From an optimization exercise on the open Yosys and OpenROAD flow, aimed at small area, a short achievable clock period and few clock cycles per item; shortcuts taken in it are not production practice.
No run shown here included a check of the RTL's function; only the layout flow was run.
Power and IR drop assume default switching activity.

### flow/config.mk
export PLATFORM = sky130hd
export DESIGN_NAME = branch_detect_top
export DESIGN_NICKNAME = branch_detect_top
export VERILOG_FILES = /design/flow/design.v
export SDC_FILE = /design/flow/constraint.sdc
export NUM_CORES = 4
export LEC_CHECK = 0
export CAP_MARGIN = 20
export CORE_AREA = 10 10 450 450
export DIE_AREA = 0 0 460 460
export SLEW_MARGIN = 20
### flow/run.sh
#!/bin/bash
# synth_recipe.tcl (not shown) runs the flow's synth.tcl, then flattens the netlist and writes it again
# the make line also repeats each setting of config.mk as NAME=value (left out here)
make -C /OpenROAD-flow-scripts/flow DESIGN_CONFIG=/design/flow/config.mk WORK_HOME=/design/flow/orfs CLKGATE_MAP_FILE= SYNTH_SCRIPT=/design/flow/synth_recipe.tcl finish
### flow/design.v
package branch_detect_pkg;
  localparam int slot_num = 16;
  localparam int slot_w   = 4;
  localparam int data_w   = 32;
  localparam int dep_w    = 4;
  localparam int reg_w    = 5;
  localparam int inst_w   = 32;
  localparam logic [dep_w-1:0] dep_none = '1;
  typedef enum logic [2:0] {
    op_alu,
    op_load,
    op_store,
    op_bjp,
    op_nop
  } op_e;
  typedef enum logic [1:0] {
    cond_eq,
    cond_ne,
    cond_lt,
    cond_ge
  } cond_e;
  typedef struct packed {
    op_e               opcode;
    cond_e             cond;
    logic [dep_w-1:0]  dep_l;
    logic [dep_w-1:0]  dep_r;
    logic [reg_w-1:0]  rs1;
    logic [reg_w-1:0]  rs2;
    logic signed [8:0] offset;
  } inst_t;
  typedef logic [slot_w-1:0] slot_t;
  function automatic slot_t first_set(input logic [slot_num-1:0] mask);
    first_set = '0;
    for (int i = slot_num - 1; i >= 0; i--) begin
      if (mask[i]) begin
        first_set = slot_t'(i);
      end
    end
  endfunction
endpackage
`timescale 1ns/1ns
module branch_detect_top (
  input  logic                 w_BranchFifoFire_1,
  input  logic                 rstn,
  input  logic                 i_pkt_valid,
  input  logic [511:0]         i_pkt_inst,
  input  logic [31:0]          i_pkt_pc,
  output logic                 o_pkt_ready,
  output logic                 o_grf_req,
  output logic [4:0]           o_grf_rs1,
  output logic [4:0]           o_grf_rs2,
  input  logic                 i_grf_valid,
  input  logic [31:0]          i_grf_l,
  input  logic [31:0]          i_grf_r,
  output logic                 o_byp_req,
  output logic [3:0]           o_byp_dep_l,
  output logic [3:0]           o_byp_dep_r,
  input  logic                 i_byp_valid,
  input  logic [31:0]          i_byp_l,
  input  logic [31:0]          i_byp_r,
  output logic                 o_issue_valid,
  output logic [511:0]         o_issue_inst,
  output logic [15:0]          o_issue_mask,
  output logic                 o_redirect_valid,
  output logic [31:0]          o_redirect_pc,
  input  logic                 i_issue_ready
);
  logic [511:0] pkt_q;
  logic [31:0]  pc_q;
  logic         busy_q;      
  logic [3:0]   cur_q;       
  logic [3:0]   lo_q;        
  logic         gp_q, bp_q;  
  logic [31:0]  h_q;         
  logic         rv_q, tk_q;  
  logic         tail_q;      
  logic         ov_q;
  logic [15:0]  omask_q;
  logic         ored_q;
  logic [31:0]  otgt_q;
  logic         last_q;      
  logic         req_q;       
  logic [15:0] br_in, br_q;
  always_comb begin
    for (int i = 0; i < 16; i++) begin
      br_in[i] = (i_pkt_inst[32*i+29 +: 3] == 3'd3);
      br_q[i]  = (pkt_q[32*i+29 +: 3] == 3'd3);
    end
  end
  logic [3:0] first_in;
  logic       any_in;
  always_comb begin
    first_in = 4'd0;
    for (int i = 15; i >= 0; i--) if (br_in[i]) first_in = 4'(i);
  end
  assign any_in = |br_in;
  logic [15:0] rem;
  logic [3:0]  nxt;
  always_comb begin
    for (int i = 0; i < 16; i++) rem[i] = br_q[i] && (4'(i) > cur_q);
    nxt = 4'd0;
    for (int i = 15; i >= 0; i--) if (rem[i]) nxt = 4'(i);
  end
  logic has_nxt;
  assign has_nxt = |rem;
  logic [31:0] ci;
  assign ci = pkt_q[32*cur_q +: 32];
  logic [1:0] cond;
  logic [3:0] dl, dr;
  logic [8:0] off;
  assign cond = ci[28:27];
  assign dl   = ci[26:23];
  assign dr   = ci[22:19];
  assign off  = ci[8:0];
  logic sel_l, sel_r;
  assign sel_l = (dl == 4'hf);
  assign sel_r = (dr == 4'hf);
  logic need_g, need_b;
  assign need_g = sel_l || sel_r;
  assign need_b = !(sel_l && sel_r);
  assign o_grf_req   = req_q && need_g;
  assign o_grf_rs1   = ci[18:14];
  assign o_grf_rs2   = ci[13:9];
  assign o_byp_req   = req_q && need_b;
  assign o_byp_dep_l = dl;
  assign o_byp_dep_r = dr;
  logic gv, bv;
  assign gv = i_grf_valid;
  assign bv = i_byp_valid;
  logic [31:0] opl, opr, h_in;
  assign opl  = sel_l ? (gv ? i_grf_l : h_q) : (bv ? i_byp_l : h_q);
  assign opr  = sel_r ? (gv ? i_grf_r : h_q) : (bv ? i_byp_r : h_q);
  assign h_in = gv ? (sel_l ? i_grf_l : i_grf_r) : (sel_l ? i_byp_r : i_byp_l);
  logic eq, lt, taken_now;
  assign eq = (opl == opr);
  assign lt = ($signed(opl) < $signed(opr));
  always_comb begin
    case (cond)
      2'd0:    taken_now = eq;
      2'd1:    taken_now = !eq;
      2'd2:    taken_now = lt;
      default: taken_now = !lt;
    endcase
  end
  logic waiting, allin;
  assign waiting = gp_q || bp_q;
  assign allin   = waiting && (!gp_q || gv) && (!bp_q || bv);
  logic [29:0] tgt30;
  assign tgt30 = pc_q[31:2] + {26'd0, cur_q} + {{21{off[8]}}, off};
  logic [15:0] ge_lo, le_cur;
  always_comb begin
    for (int i = 0; i < 16; i++) begin
      ge_lo[i]  = (4'(i) >= lo_q);
      le_cur[i] = (4'(i) <= cur_q);
    end
  end
  logic accept, xfer, out_free;
  assign o_pkt_ready = !busy_q || (ov_q && last_q && i_issue_ready);
  assign accept      = i_pkt_valid && o_pkt_ready;
  assign xfer        = ov_q && i_issue_ready;
  assign out_free    = !ov_q || i_issue_ready;
  logic do_res, t;
  assign do_res = out_free && (allin || (!waiting && rv_q));
  assign t      = allin ? taken_now : tk_q;
  always_ff @(posedge w_BranchFifoFire_1 or negedge rstn) begin
    if (!rstn) begin
      busy_q <= 1'b0;
      gp_q   <= 1'b0;
      bp_q   <= 1'b0;
      rv_q   <= 1'b0;
      tail_q <= 1'b0;
      ov_q   <= 1'b0;
      req_q  <= 1'b0;
    end else begin
      req_q  <= 1'b0;
      if (req_q) begin
        gp_q <= need_g;
        bp_q <= need_b;
      end
      if (xfer) begin
        ov_q <= 1'b0;
        if (last_q) busy_q <= 1'b0;
      end
      if (accept) begin
        busy_q <= 1'b1;
        rv_q   <= 1'b0;
        tail_q <= 1'b0;
        gp_q   <= 1'b0;
        bp_q   <= 1'b0;
        req_q  <= any_in;
        ov_q   <= !any_in;
      end else if (waiting) begin
        if (gv) gp_q <= 1'b0;
        if (bv) bp_q <= 1'b0;
        if (allin && !out_free) rv_q <= 1'b1;
      end
      if (!accept && do_res) begin
        rv_q <= 1'b0;
        ov_q <= 1'b1;
        if (!t && has_nxt) begin
          req_q  <= 1'b1;
        end
        if (!t && !has_nxt && cur_q != 4'd15) tail_q <= 1'b1;
      end else if (!accept && !req_q && !waiting && !rv_q && tail_q && out_free) begin
        ov_q   <= 1'b1;
        tail_q <= 1'b0;
      end
    end
  end
  always_ff @(posedge w_BranchFifoFire_1) begin
    if (accept) begin
      pkt_q   <= i_pkt_inst;
      pc_q    <= i_pkt_pc;
      lo_q    <= 4'd0;
      cur_q   <= first_in;
      omask_q <= 16'hffff;
      ored_q  <= 1'b0;
      last_q  <= 1'b1;
    end else if (do_res) begin
      omask_q <= ge_lo & le_cur;
      ored_q  <= t;
      otgt_q  <= {tgt30, pc_q[1:0]};
      last_q  <= t || (!has_nxt && cur_q == 4'd15);
      lo_q    <= cur_q + 4'd1;
      if (!t && has_nxt) cur_q <= nxt;
    end else if (!req_q && !waiting && !rv_q && tail_q && out_free) begin
      omask_q <= ge_lo;
      ored_q  <= 1'b0;
      last_q  <= 1'b1;
    end
    if (waiting && allin && !out_free) tk_q <= taken_now;
    if (gv || bv) h_q <= h_in;
  end
  assign o_issue_valid    = ov_q;
  assign o_issue_mask     = omask_q;
  assign o_redirect_valid = ored_q;
  assign o_redirect_pc    = otgt_q;
  always_comb begin
    for (int i = 0; i < 16; i++) o_issue_inst[32*i +: 32] = omask_q[i] ? pkt_q[32*i +: 32] : 32'd0;
  end
endmodule
### flow/constraint.sdc
create_clock -name core_clock -period 5.5 [get_ports {w_BranchFifoFire_1}]
set_input_delay 1.1000 -clock core_clock [delete_from_list [all_inputs] [get_ports {w_BranchFifoFire_1}]]
set_output_delay 1.1000 -clock core_clock [all_outputs]
set_load 0.01 [all_outputs]
==> results.toml, run 1 <==
[placed_design]
place_ws_ns = -0.121
gp_congestion = 0.963
io_buffers = 1260
dp_hpwl_mm = 205

[critical_path]
rrSetupSlack_ns = 0.18
critical_path_required_ns = 5.94
path_class = "reg -> reg"
setup.worst_path.end_class = "flop"
rr_startpoint = "cur_q[0]"
slowest_stage = "o221ai_1"
reg2reg_to = "otgt_q[23]"
critPathLaunch = "cur_q[0]"
worstSetupStartpointType = "flop"
max_stage_delay_ns = 0.50
worstPathCellList = "buf_12 > buf_12 > buf_12 > buf_4 > mux2i_1 > o221ai_1 > o22ai_1 > a21oi_2 > fa_1 > ha_1 > inv_1 > fa_1 > nor2b_1 > o31a_1 > o31a_1 > o21ai_0 > o31ai_1 > buf_4 > a211o_1 > a21oi_1 > xnor2_1"
reg2regPathDepth = 21
cp.arrival_ns = 5.76
cpMostUsedCell = "buf_12"
cp_max_fo = 13
crit_end = "otgt_q[23]"

[sta]
setup_viol = 0
slew_headroom_pct = 28.0
slew_viol_final = 0
tns_ns = 0
tightestPinTransition_ns = 1.08
finalClockSkew_ns = 0.0477
final-hold-violation-count = 0
setup_slack_ns = 0.181
fmax_mhz = 188
hold_ws_ns = 0.454
period_needed_ns = 5.32
finalCritPeriodShare_pct = 96.7

[clock_tree]
clockBufferDepth = 3
cts_tree = "yes"
clock-sinks = 642
cts_root_buf = "clkbuf_16"
cts_max_level = 3
ctsHoldBuffers = 0
path_clk_slew_ns = 0.06
clk_latency_ns = 0.73
cts_made_buffers = 85

[synth]
yosysUniqueCellTypes = 84
synthCells = 2352
postSynthAreaPerCell_sq_um = 13.6
ys.flop_type = "edfxtp_1"
postSynth.asyncResetShare_pct = 1.09
ys_ff_latch = 642
synth_edf_count = 613
syn_area_sq_mm = 0.0321
yosysSeqAreaShare_pct = 59.3
yosys_warnings = 1
syn_nets = 3123

[routing]
drcViolationCount = 0
routed-via-count = 28357
ant_nets = 0
wl_mm = 241
wl_per_cell_um = 38.1
avgViaCountPerCell = 4.49
dr.first_iter.drc_count = 3011
firstDrtPassIters = 5

[pwr]
comb_power_share_pct = 53.7
power.density_mw_per_mm2 = 590
p_sw_share_pct = 43.3
ir_worst_vdd_uv = 388
p_int_mw = 17.2
total_power_mw = 30.4
clkPwrFrac_pct = 19.0
leakage_nw = 18.1
switchingPower_mw = 13.1
p_seq_share_pct = 27.3

[floorplan]
core_sq_mm = 0.193
row_count = 161
die_area_sq_mm = 0.212
initial_utilization_pct = 16.7
pin_count = 1261
die_w_um = 460
dieHeight_um = 460

[grt]
overflow = 0
grt_usage_pct = 21.6
antenna_found_initial = 111
grt_pass1_vias = 28322
grt_pass1_wl_mm = 301
grt_max_degree = 165

[final_layout]
nets = 4459
final_core_util_pct = 26.7
area_growth_syn_to_layout_pct = 60.4
fillers = 19949
drive_gt1_share_pct = 10.9

[hold_path]
hp-class = "reg -> reg"
holdCritStartpoint = "pc_q[0]"

[run_status]
outcome = "complete, no violations"

[job]
cap_violations = 0
==> layout by cell type (no fill, tap or decap), drive strengths merged, types with 6 or more instances in the layout <==
cell type,Yosys,layout
clkdlybuf4s50,0,1260
edfxtp,613,613
and2,516,516
buf,50,127
mux2i,115,115
clkbuf,89,108
a21oi,93,93
mux4,91,91
nand2,91,91
ha,88,88
o21ai,86,86
nor2,58,58
o221ai,58,58
a21o,51,51
clkinv,2,34
a22o,33,33
o22a,32,32
o22ai,29,29
inv,23,28
diode,0,27
dfxtp,22,22
xnor2,21,21
nand3,16,16
nor3,14,14
nand4,13,13
nand2b,10,11
o31ai,9,9
o21a,8,8
nor2b,8,8
nand3b,8,8
a211oi,8,8
dfrtp,7,7
bufinv,0,6
==> cells in the mapped netlist (all sizes together), types with 32 or more instances <==
cell	n	area, sq um
a21o	51	383
a21oi	93	477
a22o	33	289
and2	516	3230
buf	50	344
clkbuf	89	334
edfxtp	613	18400
ha	88	1100
mux2i	115	1150
mux4	91	2050
nand2	91	342
nor2	58	223
o21ai	86	434
o221ai	58	514
o22a	32	280
==> repair_timing <==
item                       CTS  global route
setup endpoints to repair    8            18
buffers inserted             0             5
cloned                       0             1
gates resized for setup      2            13
pin swaps                    0             1
==> cell type report <==
cell class | instances | area, sq um | area share (%)
well taps | 2526 | 3160 | 6.14
diodes | 27 | 67.6 | 0.131
multi-input cells | 1547 | 12400 | 24.1
clock buffers | 108 | 2310 | 4.48
clock inverters | 47 | 538 | 1.05
flip-flops and latches | 642 | 19000 | 37.0
repair buffers | 1387 | 13800 | 26.9
inverters | 25 | 101 | 0.197
==> cell families (layout without fill, tap and decap cells) <==
group / after synthesis / after routing / synth area share [%]
simple gates: 766 / 767 / 14.0
flops: 642 / 642 / 59.3
compound gates: 455 / 455 / 9.88
mux: 206 / 206 / 9.98
buf+inv: 164 / 1567 / 2.41
fa+ha+maj: 93 / 93 / 3.75
xor+xnor: 26 / 26 / 0.710
other cells: 0 / 27 / 0
==> metal layers <==
layer  up-vias  global-route usage [%]  share of wire (%)
met4        32                    8.33                4.7
li1      11699                       -                  -
met2      1921                    37.8                 49
met1     14329                    24.1                 36
met5         -                       0              0.089
met3       376                    7.11                 10
==> power groups by stage <==
stage                     clock, mW  combinational, mW  sequential, mW
after floorplan                   0               7.59            7.25
after global placement            0               16.3            8.43
after detailed placement          0               16.4            8.43
after CTS                      5.93               16.5            8.34
after global routing           6.07               17.4            8.36
final                          5.76               16.3            8.29
==> worst min path at each step <==
stage,endpoint,slack (ns),cells after the start
after detailed placement,otgt_q[1],0.46,0
final,otgt_q[0],0.45,0
after CTS,otgt_q[0],0.47,0
after global routing,otgt_q[0],0.46,0
after global placement,otgt_q[1],0.42,0
after floorplan,otgt_q[0],0.40,0
==> flip-flops by register name, summed over array words and instances (netlist names) <==
signal   count
pkt_q      512
h_q         32
otgt_q      32
pc_q        32
omask_q     16
cur_q        4
lo_q         4
bp_q         1
busy_q       1
gp_q         1
last_q       1
ored_q       1
ov_q         1
req_q        1
rv_q         1
tail_q       1
tk_q         1
==> critical path, delay by kind of cell, from the launching register on <==
kind	cells	cell delay (ns)
buffers and inverters	6	0.90
xor gates and xnor gates	1	0.08
AOI/OAI and AO/OA	9	2.49
muxes	1	0.13
and+or+nand+nor	1	0.07
DFF	1	0.42
adders and majority gates	3	0.92
==> metrics by stage <==
stage,cell area [sq um],std cells
finish,51500,6309
global route,51400,6292
CTS,51300,6276
detailed placement,48400,6121
global placement,48400,6121
floorplan,32100,2352
==> run 2, diff against run 1 <==
==> flow/flow/run.sh (new file) <==
#!/bin/bash
set -euo pipefail
cd "$(dirname "${BASH_SOURCE[0]}")/.."
export BUFFER_PORTS_ARGS="-buffer_cell sky130_fd_sc_hd__buf_1"
bash standard.sh > standard_flow.log 2>&1
==> flow/standard.sh (new file) <==
#!/bin/bash
# synth_recipe.tcl (not shown) runs the flow's synth.tcl, then flattens the netlist and writes it again
# the make line also repeats each setting of config.mk as NAME=value (left out here)
make -C /OpenROAD-flow-scripts/flow DESIGN_CONFIG=/design/flow/config.mk WORK_HOME=/design/flow/orfs CLKGATE_MAP_FILE= SYNTH_SCRIPT=/design/flow/synth_recipe.tcl "${@:-finish}"
--- a/flow/config.mk
+++ b/flow/config.mk
@@ -7,5 +7,5 @@
 export LEC_CHECK = 0
 export CAP_MARGIN = 20
-export CORE_AREA = 10 10 450 450
-export DIE_AREA = 0 0 460 460
+export CORE_AREA = 10 10 260 260
+export DIE_AREA = 0 0 270 270
 export SLEW_MARGIN = 20
removed: flow/run.sh
==> results.toml, run 2 <==
[synth]
yosysUniqueCellTypes = 84
ys_ff_latch = 642
postSynth.asyncResetShare_pct = 1.09
yosysSeqAreaShare_pct = 59.3
synth_top_area_share_pct = 57.4
syn_nets = 3123
yosysMostFrequentCell = "edfxtp_1"
synth_edf_count = 613
synth_area_leader_cell = "edfxtp_1"
synthCells = 2352
ys.flop_type = "edfxtp_1"
ys_top_cells_by_area = "edfxtp_1, and2_1, mux4_2"
yosys_warnings = 1
synth_commonest_cells = "edfxtp_1, and2_1, mux2i_1"
postSynthAreaPerCell_sq_um = 13.6
syn_area_sq_mm = 0.0321

[floorplan]
dieHeight_um = 270
row_count = 91
die_w_um = 270
initial_utilization_pct = 51.9

[run_status]
outcome = "did not finish"
flow.stopped_at = "3_2_place_iop"
error_line = "[ERROR PPL-0024] Number of IO pins (1261) exceeds maximum number of available positions (974). Increase the die perimeter from 1080.00um to 1714.96um."
-- run 2: kinds of logic after synthesis --
family	synth area share [%]
buf+inv	2.41
mux	9.98
compound gates	9.88
xor+xnor	0.710
simple gates	14.0
fa+ha+maj	3.75
flops	59.3

[port drivers added, routing unchanged]
In the flow no input, the clock included, has a driving cell. The finished layout below was timed again as built, in two steps. Step 1 assumes that a clkbuf_16 drives the clock port and a buf_2 every other input. Step 2 moves the port delays by t, midway between the first and last clock arrival at a register: inputs arrive t later, outputs are due t later. That takes back most of the time a late clock gives input paths. a / b / c = ideal ports / drivers / drivers and shift; a / b = the first two.
run: run 1
t (ns): 0.786
setup WS [ns]: 0.181 / 0.181 / 0.181
worst register clock-pin slew, ns: 0.07 / 0.07
worst slew at a driven data input, ns: 0.35
pins driven straight from the clock port: 1
After both steps setup and hold are still met in run 1. The setup slack of run 1 moves by 0.000 ns with the drivers and by 0.000 ns with both steps.
